Background: an optimization exercise with open tools, aiming at small area. Do not read the settings as production practice. At most, simulation tests tie the RTL to the original design; equivalence was not proved. Power figures rest on the tool's default switching activity, not on a simulated workload.

==> run a: inputs <==
// commit_trace_unit
module commit_trace_unit #(
    parameter int DEPTH = 8,
    parameter int CNT_W = 32
) (
    input  wire logic              clk,
    input  wire logic              rst,
    input  wire logic              reg_wr_i,
    input  wire logic [2:0]        wr_reg_i,
    input  wire logic [15:0]       wr_data_i,
    input  wire logic              mem_rd_i,
    input  wire logic              mem_wr_i,
    input  wire logic [15:0]       mem_addr_i,
    input  wire logic [15:0]       mem_wdata_i,
    input  wire logic [15:0]       mem_rdata_i,
    input  wire logic              halt_i,
    input  wire logic              icache_req_i,
    input  wire logic              icache_hit_i,
    input  wire logic              dcache_req_i,
    input  wire logic              dcache_hit_i,
    output logic                   rec_valid,
    input  wire logic              rec_ready,
    output logic [3:0]             rec_flags,
    output logic [2:0]             rec_reg,
    output logic [15:0]            rec_wdata,
    output logic [15:0]            rec_addr,
    output logic [15:0]            rec_mdata,
    output logic [15:0]            rec_cycle,
    output logic                   full_o,
    output logic                   overflow_o,
    output logic                   done_o,
    output logic [CNT_W-1:0]       cycle_count_o,
    output logic [CNT_W-1:0]       inst_count_o,
    output logic [CNT_W-1:0]       icache_req_cnt_o,
    output logic [CNT_W-1:0]       icache_hit_cnt_o,
    output logic [CNT_W-1:0]       dcache_req_cnt_o,
    output logic [CNT_W-1:0]       dcache_hit_cnt_o
);
==> module ctu_counter, before the edit <==
module ctu_counter #(
    parameter int W = 32,
    parameter int G = 16
) (
    input  wire logic         clk,
    input  wire logic         rst,
    input  wire logic         en,
    output logic [W-1:0]      q
);
    localparam int NG = W / G;
    logic [W-1:0]  cnt_q;
    logic [W-1:0]  c;        
    logic [W-1:0]  s;
    logic [NG-1:0] all1;
    logic [NG-1:0] cin;
    for (genvar g = 0; g < NG; g++) begin : g_grp
        assign all1[g] = &cnt_q[g*G +: G];
        if (g == 0) begin : g_first
            assign cin[g] = en;
        end else begin : g_next
            assign cin[g] = cin[g-1] & all1[g-1];
        end
        for (genvar i = 0; i < G; i++) begin : g_bit
            if (i == 0) begin : g_b0
                assign c[g*G+i] = cin[g];
            end else begin : g_bn
                assign c[g*G+i] = c[g*G+i-1] & cnt_q[g*G+i-1];
            end
            assign s[g*G+i] = cnt_q[g*G+i] ^ c[g*G+i];
        end
    end
    always_ff @(posedge clk or posedge rst) begin
        if (rst) cnt_q <= '0;
        else     cnt_q <= s;
    end
    assign q = cnt_q;
endmodule
export LEC_CHECK = 0
export CAP_MARGIN = 20
export CORE_MARGIN = 2
export CORE_UTILIZATION = 75
export PLACE_DENSITY = 0.9
export SLEW_MARGIN = 20
create_clock -name core_clock -period 5.0 [get_ports {clk}]
standard.sh (not shown) runs the stock make flow with config.mk's settings and CLKGATE_MAP_FILE= SYNTH_SCRIPT=/design/flow/synth_recipe.tcl, a recipe that flattens the netlist after the stock synthesis.
==> flow/flow/run.sh <==
#!/bin/bash
# Own layout flow: the standard ORFS flow (standard.sh) with three changes.
#  1. Synthesis: synth_recipe.tcl unchanged, except that Yosys's abc call for the
#     combinational logic uses an area-oriented script (flow/abc_area.script).
#     Flip-flop mapping (dfflibmap) runs before abc and is untouched, so the
#     registers, their names and cell types are those of the standard synthesis.
#  2. Every input and output port still gets a buffer, but the smallest one (buf_1).
#  3. CTS: larger sink clusters driven by clkbuf_16 and no dummy clock loads.
# Each tool's full output goes to ORFS's own logs under orfs/logs; make's output
# goes to flow_make.log.
set -euo pipefail
here=$(pwd)
{
  echo 'proc abc {args} {'
  echo '  set i [lsearch -exact $args -script]'
  echo '  if {$i >= 0} { lset args [expr {$i+1}] $::env(OWN_ABC_SCRIPT) }'
  echo '  yosys abc {*}$args'
  echo '}'
  cat synth_recipe.tcl
} > own_synth.tcl
sed "s#SYNTH_SCRIPT=[^ ]*synth_recipe.tcl#SYNTH_SCRIPT=$here/own_synth.tcl#" standard.sh > own_standard.sh
grep -q "own_synth.tcl" own_standard.sh
export OWN_ABC_SCRIPT=$here/flow/abc_area.script
export BUFFER_PORTS_ARGS="-buffer_cell sky130_fd_sc_hd__buf_1"
export CTS_ARGS="-sink_clustering_enable -repair_clock_nets -dont_use_dummy_load -buf_list sky130_fd_sc_hd__clkbuf_16 -sink_clustering_size 36 -sink_clustering_max_diameter 60"
bash own_standard.sh > flow_make.log 2>&1
==> flow/flow/abc_area.script <==
strash
dch -f
amap
topo
stime -c
==> inputs of run b, as changes to run a <==
--- a/flow/design.v
+++ b/flow/design.v
@@ -1,7 +1,7 @@
 `default_nettype none
 module ctu_counter #(
     parameter int W = 32,
-    parameter int G = 16
+    parameter int G = 8
 ) (
     input  wire logic         clk,
     input  wire logic         rst,
==> flow/flow/run.sh (replaced) <==
#!/bin/bash
# Standard ORFS layout; input/output ports are buffered with the smallest buffer.
set -euo pipefail
export BUFFER_PORTS_ARGS="-buffer_cell sky130_fd_sc_hd__buf_1"
bash standard.sh > standard_flow.log 2>&1
Settings changed: CORE_UTILIZATION 75 to 40, CTS_BUF_LIST set to sky130_fd_sc_hd__clkbuf_16, CTS_CLUSTER_DIAMETER set to 40, CTS_CLUSTER_SIZE set to 30, PLACE_DENSITY 0.9 to unset.
removed: flow/flow/abc_area.script
==> summary.txt <==
minimum clock period: 4.40 ns
status: finished clean
buffering overhead: 0.0444
multi-input logic area: 0.00660 mm²
share of layout cells above drive strength 1: 0.118
Place WS: 1.24 ns
Post-Syn Area: 0.0288 mm²
die width: 272 µm
Wirelength per Cell: 23.0 µm
maximum VDD drop: 0.329 mV
Source of the figures above: run b

==> summary.txt <==
status: finished clean
share of layout cells above drive strength 1: 0.0417
Place WS: 0.329 ns
Post-Syn Area: 0.0274 mm²
met1 wire length: 20800 µm
CTS buffer count: 37
buffering overhead: 0.0516
maximum VDD drop: 0.328 mV
multi-input logic area: 0.00541 mm²
M3 GR Usage: 0.0808
minimum clock period: 4.31 ns
hold slack final: 0.431 ns
die width: 195 µm
insertion delay to the later sink of the worst-skew pair: 0.56 ns
Source of the figures above: run a


---

==> fjord: inputs <==
Another version of the RTL of commit_trace_unit (not shown whole).
==> module commit_trace_unit, before the edit <==
module commit_trace_unit #(
    parameter int DEPTH = 8,
    parameter int CNT_W = 32
) (
    input  wire logic              clk,
    input  wire logic              rst,
    input  wire logic              reg_wr_i,
    input  wire logic [2:0]        wr_reg_i,
    input  wire logic [15:0]       wr_data_i,
    input  wire logic              mem_rd_i,
    input  wire logic              mem_wr_i,
    input  wire logic [15:0]       mem_addr_i,
    input  wire logic [15:0]       mem_wdata_i,
    input  wire logic [15:0]       mem_rdata_i,
    input  wire logic              halt_i,
    input  wire logic              icache_req_i,
    input  wire logic              icache_hit_i,
    input  wire logic              dcache_req_i,
    input  wire logic              dcache_hit_i,
    output logic                   rec_valid,
    input  wire logic              rec_ready,
    output logic [3:0]             rec_flags,
    output logic [2:0]             rec_reg,
    output logic [15:0]            rec_wdata,
    output logic [15:0]            rec_addr,
    output logic [15:0]            rec_mdata,
    output logic [15:0]            rec_cycle,
    output logic                   full_o,
    output logic                   overflow_o,
    output logic                   done_o,
    output logic [CNT_W-1:0]       cycle_count_o,
    output logic [CNT_W-1:0]       inst_count_o,
    output logic [CNT_W-1:0]       icache_req_cnt_o,
    output logic [CNT_W-1:0]       icache_hit_cnt_o,
    output logic [CNT_W-1:0]       dcache_req_cnt_o,
    output logic [CNT_W-1:0]       dcache_hit_cnt_o
);
    localparam int CW = $clog2(DEPTH) + 1;      
    localparam int RW = 3 + 3 + 4*16;
    logic              halted_q;      
    logic              halt_rec_q;    
    logic              overflow_q;
    logic [CW-1:0]     count_q;
    logic [DEPTH-1:0][RW-1:0] fifo_q;
    logic              w_run, w_event, w_valid, w_full, w_pop, w_push, w_drop;
    logic [RW-1:0]     w_new_rec, w_head;
    logic [DEPTH-1:0]  w_sel;
    assign w_run   = ~halted_q;
    assign w_event = w_run & (halt_i | reg_wr_i | mem_rd_i | mem_wr_i);
    assign w_valid = (count_q != '0);
    assign w_full  = (count_q == CW'(DEPTH));
    assign w_pop   = w_valid & rec_ready;
    assign w_push  = w_event & (~w_full | w_pop);
    assign w_drop  = w_event & w_full & ~w_pop;
    assign w_new_rec = {reg_wr_i, mem_rd_i, mem_wr_i, wr_reg_i, wr_data_i, mem_addr_i,
                        (mem_wr_i ? mem_wdata_i : mem_rdata_i), cycle_count_o[15:0]};
    for (genvar g = 0; g < DEPTH; g++) begin : g_entry
        always_ff @(posedge clk) begin
            if (w_push) fifo_q[g] <= (g == 0) ? w_new_rec : fifo_q[(g == 0) ? 0 : g-1];
        end
    end
    always_ff @(posedge clk or posedge rst) begin
        if (rst) begin
            count_q    <= '0;
            overflow_q <= 1'b0;
            halted_q   <= 1'b0;
            halt_rec_q <= 1'b0;
        end else begin
            if (w_push & ~w_pop)      count_q <= count_q + CW'(1);
            else if (~w_push & w_pop) count_q <= count_q - CW'(1);
            if (w_drop)               overflow_q <= 1'b1;
            if (w_run & halt_i)       halted_q   <= 1'b1;
            if (w_push & halt_i)      halt_rec_q <= 1'b1;
        end
    end
    logic [RW-1:0] w_term [DEPTH];
    always_comb begin
        for (int k = 0; k < DEPTH; k++) begin
            w_sel[k]  = (count_q == CW'(k+1));
            w_term[k] = {RW{w_sel[k]}} & fifo_q[k];
        end
        w_head = (w_term[0] | w_term[1] | w_term[2]) |
                 (w_term[3] | w_term[4] | w_term[5]) |
                 (w_term[6] | w_term[7]);
    end
    assign rec_valid = w_valid;
    assign rec_flags = {halt_rec_q & w_sel[0], w_head[RW-1 -: 3]};
    assign rec_reg   = w_head[64 +: 3];
    assign rec_wdata = w_head[48 +: 16];
    assign rec_addr  = w_head[32 +: 16];
    assign rec_mdata = w_head[16 +: 16];
    assign rec_cycle = w_head[0  +: 16];
    assign full_o     = w_full;
    assign overflow_o = overflow_q;
    assign done_o     = halted_q & ~w_valid;
    ctu_counter #(.W(CNT_W)) u_cyc (.clk, .rst, .en(w_run),                  .q(cycle_count_o));
    ctu_counter #(.W(CNT_W)) u_ins (.clk, .rst, .en(w_run & (halt_i | reg_wr_i | mem_wr_i)),
                                                                            .q(inst_count_o));
    ctu_counter #(.W(CNT_W)) u_icr (.clk, .rst, .en(w_run & icache_req_i),   .q(icache_req_cnt_o));
    ctu_counter #(.W(CNT_W)) u_ich (.clk, .rst, .en(w_run & icache_hit_i),   .q(icache_hit_cnt_o));
    ctu_counter #(.W(CNT_W)) u_dcr (.clk, .rst, .en(w_run & dcache_req_i),   .q(dcache_req_cnt_o));
    ctu_counter #(.W(CNT_W)) u_dch (.clk, .rst, .en(w_run & dcache_hit_i),   .q(dcache_hit_cnt_o));
endmodule
Settings: LEC_CHECK=0, CAP_MARGIN=20, CORE_MARGIN=2, CORE_UTILIZATION=70, PLACE_DENSITY=0.85, SLEW_MARGIN=20; clock period 5.0 ns.
==> flow/flow/run.sh <==
#!/bin/bash
set -euo pipefail
here=$(pwd)
{
  echo 'proc abc {args} {'
  echo '  set i [lsearch -exact $args -script]'
  echo '  if {$i >= 0} { lset args [expr {$i+1}] $::env(OWN_ABC_SCRIPT) }'
  echo '  yosys abc {*}$args'
  echo '}'
  cat synth_recipe.tcl
} > own_synth.tcl
sed "s#SYNTH_SCRIPT=[^ ]*synth_recipe.tcl#SYNTH_SCRIPT=$here/own_synth.tcl#" standard.sh > own_standard.sh
grep -q "own_synth.tcl" own_standard.sh
export OWN_ABC_SCRIPT=$here/flow/abc_area.script
export BUFFER_PORTS_ARGS="-buffer_cell sky130_fd_sc_hd__buf_1"
export CTS_ARGS="-sink_clustering_enable -repair_clock_nets -dont_use_dummy_load -buf_list {sky130_fd_sc_hd__clkbuf_8 sky130_fd_sc_hd__clkbuf_16} -sink_clustering_buffer sky130_fd_sc_hd__clkbuf_8 -tree_buf sky130_fd_sc_hd__clkbuf_16 -root_buf sky130_fd_sc_hd__clkbuf_16 -sink_clustering_size 20 -sink_clustering_max_diameter 48"
bash own_standard.sh > flow_make.log 2>&1
==> flow/flow/abc_area.script <==
strash
dch -f
amap
topo
stime -c
==> zinc: changes against fjord <==
--- a/flow/design.v
+++ b/flow/design.v
@@ -1,7 +1,7 @@
 `default_nettype none
 module ctu_counter #(
     parameter int W = 32,
-    parameter int G = 16
+    parameter int G = 8
 ) (
     input  wire logic         clk,
     input  wire logic         rst,
@@ -111,15 +111,12 @@
             if (w_push & halt_i)      halt_rec_q <= 1'b1;
         end
     end
-    logic [RW-1:0] w_term [DEPTH];
     always_comb begin
+        w_head = '0;
         for (int k = 0; k < DEPTH; k++) begin
-            w_sel[k]  = (count_q == CW'(k+1));
-            w_term[k] = {RW{w_sel[k]}} & fifo_q[k];
+            w_sel[k] = (count_q == CW'(k+1));
+            w_head   = w_head | ({RW{w_sel[k]}} & fifo_q[k]);
         end
-        w_head = (w_term[0] | w_term[1] | w_term[2]) |
-                 (w_term[3] | w_term[4] | w_term[5]) |
-                 (w_term[6] | w_term[7]);
     end
     assign rec_valid = w_valid;
     assign rec_flags = {halt_rec_q & w_sel[0], w_head[RW-1 -: 3]};
==> flow/run.sh (new file) <==
#!/bin/bash
# synth_recipe.tcl (not shown) runs the flow's synth.tcl, then flattens the netlist and writes it again
# the make line also repeats each setting of config.mk as NAME=value (left out here)
make -C /OpenROAD-flow-scripts/flow DESIGN_CONFIG=/design/flow/config.mk WORK_HOME=/design/flow/orfs CLKGATE_MAP_FILE= SYNTH_SCRIPT=/design/flow/synth_recipe.tcl finish
CORE_UTILIZATION = 40   (was 70)
CTS_BUF_LIST = sky130_fd_sc_hd__clkbuf_4   (was not set)
PLACE_DENSITY = not set   (was 0.85)
removed: flow/flow/run.sh
removed: flow/flow/abc_area.script
removed: flow/standard.sh
==> lagoon: changes against fjord <==
--- a/flow/design.v
+++ b/flow/design.v
@@ -1,7 +1,7 @@
 `default_nettype none
 module ctu_counter #(
     parameter int W = 32,
-    parameter int G = 16
+    parameter int G = 8
 ) (
     input  wire logic         clk,
     input  wire logic         rst,
@@ -73,20 +73,19 @@
     output logic [CNT_W-1:0]       dcache_req_cnt_o,
     output logic [CNT_W-1:0]       dcache_hit_cnt_o
 );
-    localparam int CW = $clog2(DEPTH) + 1;      
     localparam int RW = 3 + 3 + 4*16;
     logic              halted_q;      
     logic              halt_rec_q;    
     logic              overflow_q;
-    logic [CW-1:0]     count_q;
+    logic [DEPTH-1:0]  occ_q;         
     logic [DEPTH-1:0][RW-1:0] fifo_q;
     logic              w_run, w_event, w_valid, w_full, w_pop, w_push, w_drop;
     logic [RW-1:0]     w_new_rec, w_head;
     logic [DEPTH-1:0]  w_sel;
     assign w_run   = ~halted_q;
     assign w_event = w_run & (halt_i | reg_wr_i | mem_rd_i | mem_wr_i);
-    assign w_valid = (count_q != '0);
-    assign w_full  = (count_q == CW'(DEPTH));
+    assign w_valid = occ_q[0];
+    assign w_full  = occ_q[DEPTH-1];
     assign w_pop   = w_valid & rec_ready;
     assign w_push  = w_event & (~w_full | w_pop);
     assign w_drop  = w_event & w_full & ~w_pop;
@@ -99,27 +98,24 @@
     end
     always_ff @(posedge clk or posedge rst) begin
         if (rst) begin
-            count_q    <= '0;
+            occ_q      <= '0;
             overflow_q <= 1'b0;
             halted_q   <= 1'b0;
             halt_rec_q <= 1'b0;
         end else begin
-            if (w_push & ~w_pop)      count_q <= count_q + CW'(1);
-            else if (~w_push & w_pop) count_q <= count_q - CW'(1);
+            if (w_push & ~w_pop)      occ_q <= {occ_q[DEPTH-2:0], 1'b1};
+            else if (~w_push & w_pop) occ_q <= {1'b0, occ_q[DEPTH-1:1]};
             if (w_drop)               overflow_q <= 1'b1;
             if (w_run & halt_i)       halted_q   <= 1'b1;
             if (w_push & halt_i)      halt_rec_q <= 1'b1;
         end
     end
-    logic [RW-1:0] w_term [DEPTH];
     always_comb begin
+        w_head = '0;
         for (int k = 0; k < DEPTH; k++) begin
-            w_sel[k]  = (count_q == CW'(k+1));
-            w_term[k] = {RW{w_sel[k]}} & fifo_q[k];
+            w_sel[k] = occ_q[k] & ((k == DEPTH-1) ? 1'b1 : ~occ_q[(k == DEPTH-1) ? k : k+1]);
+            w_head   = w_head | ({RW{w_sel[k]}} & fifo_q[k]);
         end
-        w_head = (w_term[0] | w_term[1] | w_term[2]) |
-                 (w_term[3] | w_term[4] | w_term[5]) |
-                 (w_term[6] | w_term[7]);
     end
     assign rec_valid = w_valid;
     assign rec_flags = {halt_rec_q & w_sel[0], w_head[RW-1 -: 3]};
==> flow/flow/run.sh (replaced) <==
#!/bin/bash
# Own layout flow: the standard ORFS flow (standard.sh) with three changes.
#  1. Synthesis: synth_recipe.tcl unchanged, except that Yosys's abc call for the
#     combinational logic uses an area-oriented script (flow/abc_area.script).
#     Flip-flop mapping (dfflibmap) runs before abc and is untouched, so the
#     registers, their names and cell types are those of the standard synthesis.
#  2. Every input and output port still gets a buffer, but the smallest one (buf_1).
#  3. CTS: larger sink clusters driven by clkbuf_16 and no dummy clock loads.
# Each tool's full output goes to ORFS's own logs under orfs/logs; make's output
# goes to flow_make.log.
set -euo pipefail
here=$(pwd)
{
  echo 'proc abc {args} {'
  echo '  set i [lsearch -exact $args -script]'
  echo '  if {$i >= 0} { lset args [expr {$i+1}] $::env(OWN_ABC_SCRIPT) }'
  echo '  yosys abc {*}$args'
  echo '}'
  cat synth_recipe.tcl
} > own_synth.tcl
sed "s#SYNTH_SCRIPT=[^ ]*synth_recipe.tcl#SYNTH_SCRIPT=$here/own_synth.tcl#" standard.sh > own_standard.sh
grep -q "own_synth.tcl" own_standard.sh
export OWN_ABC_SCRIPT=$here/flow/abc_area.script
export BUFFER_PORTS_ARGS="-buffer_cell sky130_fd_sc_hd__buf_1"
export CTS_ARGS="-sink_clustering_enable -repair_clock_nets -dont_use_dummy_load -buf_list sky130_fd_sc_hd__clkbuf_16 -sink_clustering_size 30 -sink_clustering_max_diameter 60"
bash own_standard.sh > flow_make.log 2>&1
CORE_UTILIZATION = 40   (was 70)
PLACE_DENSITY = not set   (was 0.85)
==> run notes <==
Sequential share of layout area, lowest first: zinc, lagoon, fjord. In zinc the sequential power is higher than in lagoon, by about 2%. Global-route usage: lagoon < zinc < fjord. Via count, highest first: zinc, lagoon, fjord.
Only the layout flow was run in lagoon; the RTL was not checked for function there.

afterwards: timing with drivers on the ports:
How much do the figures lean on ideal ports? The routed layouts below were timed once more, with nothing changed but the port constraints.
Step 1 assumes that a clkbuf_16 drives the clock port and a buf_2 every other input.
Step 2 adds t to the input delays and takes it off the output delays; t is the mean of the earliest and latest rising clock arrival at the registers after step 1. Input paths then give back, and output paths get back, about the clock's delay inside the block.
Slacks: ideal / step 1 / step 2; pairs: ideal / step 1.
run	shift t [ns]	slack for setup (ns)	cell pins on the clock port's net
run a	0.596	0.686 / 0.686 / 0.300	1
run b	0.724	0.597 / 0.530 / 1.254	1
fjord	0.618	0.709 / 0.709 / 0.323	1
zinc	1.049	0.206 / 0.144 / 0.990	1
lagoon	0.653	0.803 / 0.743 / 1.396	1
After both steps every run listed still meets setup and hold.
